Background: an optimization exercise with open tools, aiming at a short achievable clock period and few clock cycles. Do not read the settings as production practice.
RTL that was checked went through simulation tests only; none was proved equivalent to the original.
Power is estimated from default activity; no workload was simulated.

## 03-03
==> flow/design.v (excerpt) <==
module mips_core (
    input  logic            clk,
    input  logic            rst,
    output mips_pkg::word_t iport_addr_o,
    input  mips_pkg::word_t iport_data_i,
    output mips_pkg::word_t dport_addr_o,
    output mips_pkg::word_t dport_wdata_o,
    output logic            dport_we_o,
    output logic            dport_re_o,
    input  mips_pkg::word_t dport_rdata_i
);
Size: roughly 78000 sq um of cells after synthesis.
clock: 6.5 ns
lec_check: 0
abc_clock_period_in_ps: 2500
cap_margin: 20
core_margin: 2
core_utilization: 40
setup_slack_margin: 4.3
slew_margin: 20
synth_hierarchical: 1
synth_minimum_keep_size: 0
run.sh (not shown) runs the stock make flow with config.mk's settings and CLKGATE_MAP_FILE= SYNTH_SCRIPT=/design/flow/synth_recipe.tcl, a recipe that flattens the netlist after the stock synthesis.
Testbench counts of 03-03, summed over its fixed seeds: cycles 72,458.
### 03-03 -> 05-09
diff --git a/flow/design.v b/flow/design.v
--- a/flow/design.v
+++ b/flow/design.v
@@ -237,14 +237,16 @@
     word_t id_pc4;
     word_t id_ra, id_rb;             
     logic  id_a_ex, id_a_ld, id_a_res, id_a_wb, id_a_rf;
     logic  id_b_ex, id_b_ld, id_b_res, id_b_wb, id_b_rf;
     logic            id_bc;
     logic [NID-1:0]  id_bq, id_bn;
     logic            id_kill;        
+    logic            id_we_f;        
+    ra_t             id_wa_f;
     word_t ex_a, ex_b, ex_t;         
     logic  ex_a_res, ex_b_pos, ex_b_neg, ex_t_res;
     logic  ex_a_ld, ex_b_ldp, ex_b_ldn, ex_t_ld;
     logic  ex_sub, ex_add, ex_and, ex_or, ex_xor, ex_slt;
     logic  ex_ld, ex_st, ex_we;
     ra_t   ex_wa;
     logic            ex_mc;
@@ -281,20 +283,29 @@
     assign d_addiu = op == 6'h09;
     assign d_ori   = op == 6'h0d;
     assign d_lw    = op == 6'h23;
     assign d_sw    = op == 6'h2b;
     assign d_beq   = op == 6'h04;
     assign d_bne   = op == 6'h05;
     assign d_br    = d_beq | d_bne;
-    assign d_wa = d_r ? rd : rt;
-    assign d_we = (d_r | d_addiu | d_ori | d_lw) && d_wa != 5'd0;
+    assign d_wa = id_wa_f;
+    assign d_we = id_we_f && !id_kill;
     ra_t   f_rs, f_rt;
     word_t f_ra, f_rb;
     assign f_rs = iport_data_i[25:21];
     assign f_rt = iport_data_i[20:16];
+    logic [5:0] f_op, f_fn;
+    logic       f_r, f_we;
+    ra_t        f_wa;
+    assign f_op = iport_data_i[31:26];
+    assign f_fn = iport_data_i[5:0];
+    assign f_r  = f_op == 6'h00 && (f_fn == 6'h21 || f_fn == 6'h23 || f_fn == 6'h24 ||
+                                    f_fn == 6'h25 || f_fn == 6'h26 || f_fn == 6'h2a);
+    assign f_wa = f_r ? iport_data_i[15:11] : iport_data_i[20:16];
+    assign f_we = (f_r || f_op == 6'h09 || f_op == 6'h0d || f_op == 6'h23) && f_wa != 5'd0;
     assign f_ra = (f_rs == 5'd0) ? 32'd0 : (wb_we && wb_wa == f_rs) ? wb_data : regs[f_rs];
     assign f_rb = (f_rt == 5'd0) ? 32'd0 : (wb_we && wb_wa == f_rt) ? wb_data : regs[f_rt];
     logic f_a_ex, f_a_mem, f_a_wb, f_b_ex, f_b_mem, f_b_wb;
     assign f_a_ex  = d_we   && d_wa   == f_rs;
     assign f_a_mem = ex_we  && ex_wa  == f_rs;
     assign f_a_wb  = mem_we && mem_wa == f_rs;
     assign f_b_ex  = d_we   && d_wa   == f_rt;
@@ -410,14 +421,16 @@
             if (rst || mispredict[4 + i / 8]) begin
                 id_instr[i] <= 1'b0;         
             end else begin
                 id_instr[i] <= iport_data_i[i];
             end
         end
         id_kill  <= rst || mispredict[8];
+        id_we_f  <= f_we;
+        id_wa_f  <= f_wa;
         id_bc    <= f_bc;
         id_bq    <= (f_br && !f_late && !f_bne) ? f_pair : '0;
         id_bn    <= (f_br && !f_late && f_bne) ? f_pair : '0;
         id_pc4   <= pc4;
         id_ra    <= f_ra;
         id_rb    <= f_rb;
         id_a_ex  <= n_a_ex;
==> results.txt <==
Routed via count: 05-09 vs 03-03 up about 2%
Synthesized area across 05-09 and 03-03: no real change.
Status: final-layout clock-cell area share parity (05-09, 03-03)
Summary of the comparison: worst reg-to-reg path cell count is higher in 05-09, relative to 03-03.
Delta (05-09 minus 03-03): worst stage delay on the critical path moved down, final design instance area without fill moved down, fraction of layout instances using a drive strength above 1 moved down.
Compared 05-09 vs 03-03, and worst voltage drop across the vdd grid is up in 05-09.
No functional check of the RTL was part of 05-09.

The RTL this note starts from:
==> flow/design.v <==
package mips_pkg;
    typedef logic [32-1:0]       word_t;
    typedef logic [5-1:0] reg_addr_t;
    typedef enum logic [5:0] {
        OP_SPECIAL = 6'h00,
        OP_BEQ     = 6'h04,
        OP_BNE     = 6'h05,
        OP_ADDIU   = 6'h09,
        OP_ORI     = 6'h0d,
        OP_LW      = 6'h23,
        OP_SW      = 6'h2b
    } opcode_e;
    typedef enum logic [5:0] {
        F_ADDU = 6'h21,
        F_SUBU = 6'h23,
        F_AND  = 6'h24,
        F_OR   = 6'h25,
        F_XOR  = 6'h26,
        F_SLT  = 6'h2a
    } funct_e;
    typedef struct packed {
        logic [5:0] opcode;
        reg_addr_t  rs;
        reg_addr_t  rt;
        reg_addr_t  rd;
        logic [4:0] shamt;
        logic [5:0] funct;
    } instr_t;
    typedef enum logic [2:0] {
        ALU_ADD,
        ALU_SUB,
        ALU_AND,
        ALU_OR,
        ALU_XOR,
        ALU_SLT
    } alu_op_e;
    typedef struct packed {
        alu_op_e alu_op;
        logic    use_imm;        
        logic    imm_zero_ext;
        logic    gpr_we;
        logic    wa_is_rd;       
        logic    mem_read;
        logic    mem_write;
        logic    branch;
        logic    branch_ne;
    } ctrl_t;
    typedef enum logic [1:0] {
        FWD_REG,
        FWD_MEM,
        FWD_WB
    } fwd_sel_e;
    function automatic word_t fwd_select(fwd_sel_e sel, word_t reg_val, word_t mem_val,
                                         word_t wb_val);
        word_t val;
        case (sel)
            mips_pkg::FWD_MEM: val = mem_val;
            mips_pkg::FWD_WB:  val = wb_val;
            default: val = reg_val;
        endcase
        fwd_select = val;
    endfunction
endpackage
`timescale 1ns/1ns
module mips_core (
    input  logic            clk,
    input  logic            rst,
    output mips_pkg::word_t iport_addr_o,
    input  mips_pkg::word_t iport_data_i,
    output mips_pkg::word_t dport_addr_o,
    output mips_pkg::word_t dport_wdata_o,
    output logic            dport_we_o,
    output logic            dport_re_o,
    input  mips_pkg::word_t dport_rdata_i
);
    typedef logic [31:0] word_t;
    typedef logic [4:0]  ra_t;
    function automatic word_t add32(word_t x, word_t y);
        word_t p, g, pp;
        p  = x ^ y;
        g  = x;
        g[0] = x[0] & y[0];
        pp = p;
        for (int l = 1; l < 32; l = l * 2) begin
            for (int i = 31; i >= l; i--) begin
                g[i]  = pp[i] ? g[i - l] : g[i];
                pp[i] = pp[i] & pp[i - l];
            end
        end
        add32 = p ^ {g[30:0], 1'b0};
    endfunction
    word_t pc;
    word_t id_instr;
    word_t id_pc4;
    word_t id_ra, id_rb;             
    logic  id_a_ex, id_a_ld, id_a_res, id_a_wb, id_a_rf;
    logic  id_b_ex, id_b_ld, id_b_res, id_b_wb, id_b_rf;
    word_t ex_a, ex_b, ex_t;         
    logic  ex_a_res, ex_b_res, ex_t_res;
    logic  ex_sub, ex_add, ex_and, ex_or, ex_xor, ex_slt;
    logic  ex_br, ex_bne;
    logic  ex_ld, ex_st, ex_we;
    ra_t   ex_wa;
    word_t mem_res;
    word_t mem_addr;                 
    word_t mem_wdata;
    logic  mem_ld, mem_st, mem_we;
    logic  mem_ldv;                  
    ra_t   mem_wa;
    word_t wb_data;
    logic  wb_we;
    ra_t   wb_wa;
    word_t regs [1:31];
    logic [5:0]  op, fn;
    ra_t         rd, rt;
    logic [15:0] imm;
    logic        d_r, d_addu, d_subu, d_and, d_or, d_xor, d_slt;
    logic        d_addiu, d_ori, d_lw, d_sw, d_beq, d_bne, d_br;
    logic        d_we, d_use_rs, d_use_rt;
    ra_t         d_wa;
    assign op  = id_instr[31:26];
    assign rt  = id_instr[20:16];
    assign rd  = id_instr[15:11];
    assign fn  = id_instr[5:0];
    assign imm = id_instr[15:0];
    assign d_addu  = op == 6'h00 && fn == 6'h21;
    assign d_subu  = op == 6'h00 && fn == 6'h23;
    assign d_and   = op == 6'h00 && fn == 6'h24;
    assign d_or    = op == 6'h00 && fn == 6'h25;
    assign d_xor   = op == 6'h00 && fn == 6'h26;
    assign d_slt   = op == 6'h00 && fn == 6'h2a;
    assign d_r     = d_addu | d_subu | d_and | d_or | d_xor | d_slt;
    assign d_addiu = op == 6'h09;
    assign d_ori   = op == 6'h0d;
    assign d_lw    = op == 6'h23;
    assign d_sw    = op == 6'h2b;
    assign d_beq   = op == 6'h04;
    assign d_bne   = op == 6'h05;
    assign d_br    = d_beq | d_bne;
    assign d_wa = d_r ? rd : rt;
    assign d_we = (d_r | d_addiu | d_ori | d_lw) && d_wa != 5'd0;
    assign d_use_rs = d_r | d_addiu | d_ori | d_lw | d_sw | d_br;
    assign d_use_rt = d_r | d_sw | d_br;
    logic stall;
    assign stall = ex_ld && ((id_a_ex && d_use_rs) || (id_b_ex && d_use_rt));
    ra_t   f_rs, f_rt;
    word_t f_ra, f_rb;
    assign f_rs = iport_data_i[25:21];
    assign f_rt = iport_data_i[20:16];
    assign f_ra = (f_rs == 5'd0) ? 32'd0 : (wb_we && wb_wa == f_rs) ? wb_data : regs[f_rs];
    assign f_rb = (f_rt == 5'd0) ? 32'd0 : (wb_we && wb_wa == f_rt) ? wb_data : regs[f_rt];
    logic f_a_ex, f_a_mem, f_a_wb, f_b_ex, f_b_mem, f_b_wb;
    assign f_a_ex  = d_we   && d_wa   == f_rs;
    assign f_a_mem = ex_we  && ex_wa  == f_rs;
    assign f_a_wb  = mem_we && mem_wa == f_rs;
    assign f_b_ex  = d_we   && d_wa   == f_rt;
    assign f_b_mem = ex_we  && ex_wa  == f_rt;
    assign f_b_wb  = mem_we && mem_wa == f_rt;
    word_t val_a, val_b;
    assign val_a = ({32{id_a_ld}}  & dport_rdata_i)
                 | ({32{id_a_res}} & mem_res)
                 | ({32{id_a_wb}}  & wb_data)
                 | ({32{id_a_rf}}  & id_ra);
    assign val_b = ({32{id_b_ld}}  & dport_rdata_i)
                 | ({32{id_b_res}} & mem_res)
                 | ({32{id_b_wb}}  & wb_data)
                 | ({32{id_b_rf}}  & id_rb);
    word_t imm_ext;
    logic  d_use_imm;
    assign imm_ext   = d_ori ? {16'h0, imm} : {{16{imm[15]}}, imm};
    assign d_use_imm = d_addiu | d_ori | d_lw | d_sw;
    word_t id_target;
    logic  id_late, id_redirect;
    assign id_target   = add32(id_pc4, {{14{imm[15]}}, imm, 2'b00});
    assign id_late     = id_a_ex || id_b_ex || id_a_ld || id_b_ld;
    word_t cmp_a, cmp_b;
    assign cmp_a = ({32{id_a_res}} & mem_res) | ({32{id_a_wb}} & wb_data) | ({32{id_a_rf}} & id_ra);
    assign cmp_b = ({32{id_b_res}} & mem_res) | ({32{id_b_wb}} & wb_data) | ({32{id_b_rf}} & id_rb);
    assign id_redirect = d_br && (id_late || ((cmp_a == cmp_b) != d_bne));
    word_t a, b, t;
    word_t sum;
    word_t alu;
    logic  slt;
    logic  ex_taken, mispredict;
    assign a = ({32{ex_a_res}} & (mem_res ^ {32{ex_sub}})) | ex_a;
    assign b = ({32{ex_b_res}} & mem_res) | ex_b;
    assign t = ({32{ex_t_res}} & mem_res) | ex_t;
    assign sum = add32(a, b) ^ {32{ex_sub}};
    assign slt = (a[31] == b[31]) ? ~b[31] : sum[31];
    word_t logic_res;
    always_comb begin
        for (int i = 0; i < 32; i++) begin
            logic_res[i] = (a[i] ^ b[i]) ? (ex_or | ex_xor) : (a[i] & (ex_and | ex_or));
        end
    end
    assign alu = ({32{ex_add}} & sum) | logic_res | {31'd0, ex_slt & slt};
    assign ex_taken   = (a == t) != ex_bne;
    assign mispredict = ex_br && !ex_taken;
    word_t pc4;
    assign pc4          = add32(pc, 32'd4);
    assign iport_addr_o = pc;
    always_ff @(posedge clk) begin
        if (rst) begin
            pc <= 32'h0000_0000;
        end else if (mispredict) begin
            pc <= id_pc4;
        end else if (!stall) begin
            pc <= id_redirect ? id_target : pc4;
        end
    end
    always_ff @(posedge clk) begin
        if (rst || mispredict) begin
            id_instr <= 32'd0;               
        end else if (!stall) begin
            id_instr <= iport_data_i;
        end
        if (!stall) begin
            id_pc4   <= pc4;
            id_ra    <= f_ra;
            id_rb    <= f_rb;
            id_a_ex  <= f_a_ex;
            id_a_ld  <= !f_a_ex && f_a_mem && ex_ld;
            id_a_res <= !f_a_ex && f_a_mem && !ex_ld;
            id_a_wb  <= !f_a_ex && !f_a_mem && f_a_wb;
            id_a_rf  <= !f_a_ex && !f_a_mem && !f_a_wb;
            id_b_ex  <= f_b_ex;
            id_b_ld  <= !f_b_ex && f_b_mem && ex_ld;
            id_b_res <= !f_b_ex && f_b_mem && !ex_ld;
            id_b_wb  <= !f_b_ex && !f_b_mem && f_b_wb;
            id_b_rf  <= !f_b_ex && !f_b_mem && !f_b_wb;
        end else begin
            if (id_a_wb) id_ra <= wb_data;
            if (id_b_wb) id_rb <= wb_data;
            id_a_ex  <= 1'b0;
            id_a_ld  <= id_a_ex;
            id_a_res <= 1'b0;
            id_a_wb  <= id_a_ld || id_a_res;
            id_a_rf  <= id_a_wb || id_a_rf;
            id_b_ex  <= 1'b0;
            id_b_ld  <= id_b_ex;
            id_b_res <= 1'b0;
            id_b_wb  <= id_b_ld || id_b_res;
            id_b_rf  <= id_b_wb || id_b_rf;
        end
    end
    always_ff @(posedge clk) begin
        ex_a      <= id_a_ex ? 32'd0 : ((d_subu | d_slt) ? ~val_a : val_a);
        ex_b      <= d_use_imm ? imm_ext : (id_b_ex ? 32'd0 : val_b);
        ex_t      <= id_b_ex ? 32'd0 : val_b;
        ex_a_res  <= id_a_ex;
        ex_b_res  <= id_b_ex && !d_use_imm;
        ex_t_res  <= id_b_ex;
        ex_wa     <= d_wa;
        ex_bne    <= d_bne;
        ex_sub    <= d_subu | d_slt;
        ex_add    <= d_addu | d_subu | d_addiu | d_lw | d_sw;
        ex_and    <= d_and;
        ex_or     <= d_or | d_ori;
        ex_xor    <= d_xor;
        ex_slt    <= d_slt;
        if (rst || stall) begin
            ex_br <= 1'b0;
            ex_ld <= 1'b0;
            ex_st <= 1'b0;
            ex_we <= 1'b0;
        end else begin
            ex_br <= d_br && id_late;
            ex_ld <= d_lw;
            ex_st <= d_sw;
            ex_we <= d_we;
        end
    end
    always_ff @(posedge clk) begin
        mem_res   <= alu;
        mem_addr  <= sum;
        mem_wdata <= t;
        mem_wa    <= ex_wa;
        if (rst) begin
            mem_ld  <= 1'b0;
            mem_ldv <= 1'b0;
            mem_st  <= 1'b0;
            mem_we  <= 1'b0;
        end else begin
            mem_ld  <= ex_ld;
            mem_ldv <= ex_ld && ex_we;
            mem_st  <= ex_st;
            mem_we  <= ex_we;
        end
    end
    assign dport_addr_o  = mem_addr;
    assign dport_wdata_o = mem_wdata;
    assign dport_we_o    = mem_st;
    assign dport_re_o    = mem_ld;
    always_ff @(posedge clk) begin
        wb_data <= mem_ldv ? dport_rdata_i : mem_res;
        wb_wa   <= mem_wa;
        wb_we   <= rst ? 1'b0 : mem_we;
    end
    always_ff @(posedge clk) begin
        if (wb_we) regs[wb_wa] <= wb_data;
    end
endmodule
export LEC_CHECK = 0
export ABC_CLOCK_PERIOD_IN_PS = 2500
export CAP_MARGIN = 20
export CORE_MARGIN = 2
export CORE_UTILIZATION = 40
export SETUP_SLACK_MARGIN = 3.8
export SLEW_MARGIN = 20
create_clock -name core_clock -period 6.5 [get_ports {clk}]
==> next run, changes <==
--- a/flow/design.v
+++ b/flow/design.v
@@ -171,14 +171,11 @@
     assign d_use_imm = d_addiu | d_ori | d_lw | d_sw;
     word_t id_target;
     logic  id_late, id_redirect;
     assign id_target   = add32(id_pc4, {{14{imm[15]}}, imm, 2'b00});
     assign id_late     = id_a_ex || id_b_ex || id_a_ld || id_b_ld;
-    word_t cmp_a, cmp_b;
-    assign cmp_a = ({32{id_a_res}} & mem_res) | ({32{id_a_wb}} & wb_data) | ({32{id_a_rf}} & id_ra);
-    assign cmp_b = ({32{id_b_res}} & mem_res) | ({32{id_b_wb}} & wb_data) | ({32{id_b_rf}} & id_rb);
-    assign id_redirect = d_br && (id_late || ((cmp_a == cmp_b) != d_bne));
+    assign id_redirect = d_br && (id_late || ((val_a == val_b) != d_bne));
     word_t a, b, t;
     word_t sum;
     word_t alu;
     logic  slt;
     logic  ex_taken, mispredict;
Wire length climbs slightly.
Non-clock buffer count climbs by 88.
Hold slack improves by 0.0054 ns.
Design area climbs slightly.
Final cell count climbs slightly.
Sequential power barely changes.
Power drops slightly.
Global-route usage climbs by 0.14 points.
Combinational power climbs by a little under a tenth.
Clock-buffer cell count drops by 2.
Die area climbs slightly.
Setup slack improves by 0.17 ns.
Utilization climbs by 0.14 points.
No run of this note included a check of the RTL's function; only the layout flow was run.

re-timing with driven ports:
No port has a modelled driver above. Below, the same layouts with a new extraction and two added sets of constraints. Step 1 assumes that a clkbuf_16 drives the clock port and a buf_2 every other input. Step 2 moves the port delays by t, midway between the first and last clock arrival at a register: inputs arrive t later, outputs are due t later. That takes back most of the time a late clock gives input paths. Slacks: ideal / step 1 / step 2; pairs: ideal / step 1.
run | t (ns) | setup slack, ns | worst setup path at the end | clock arrival spread, ns | worst register clock-pin slew, ns
03-03 | 0.931 | 3.694 / 3.506 / 2.575 | input to register | 0.042 / 0.042 | 0.07 / 0.07
05-09 | 0.925 | 3.707 / 3.482 / 2.557 | input to register | 0.061 / 0.060 | 0.07 / 0.07
the first run of note 2 | 0.893 | 2.606 / 2.606 / 2.606 | register to register | 0.058 / 0.058 | 0.07 / 0.07
the second run of note 2 | 0.900 | 2.775 / 2.778 / 1.884 | input to register | 0.058 / 0.058 | 0.07 / 0.07
After both steps setup and hold are still met in every run listed. For 05-09, which loses most, drivers alone change the setup slack by -0.225 ns; drivers and shift together by -1.150 ns.
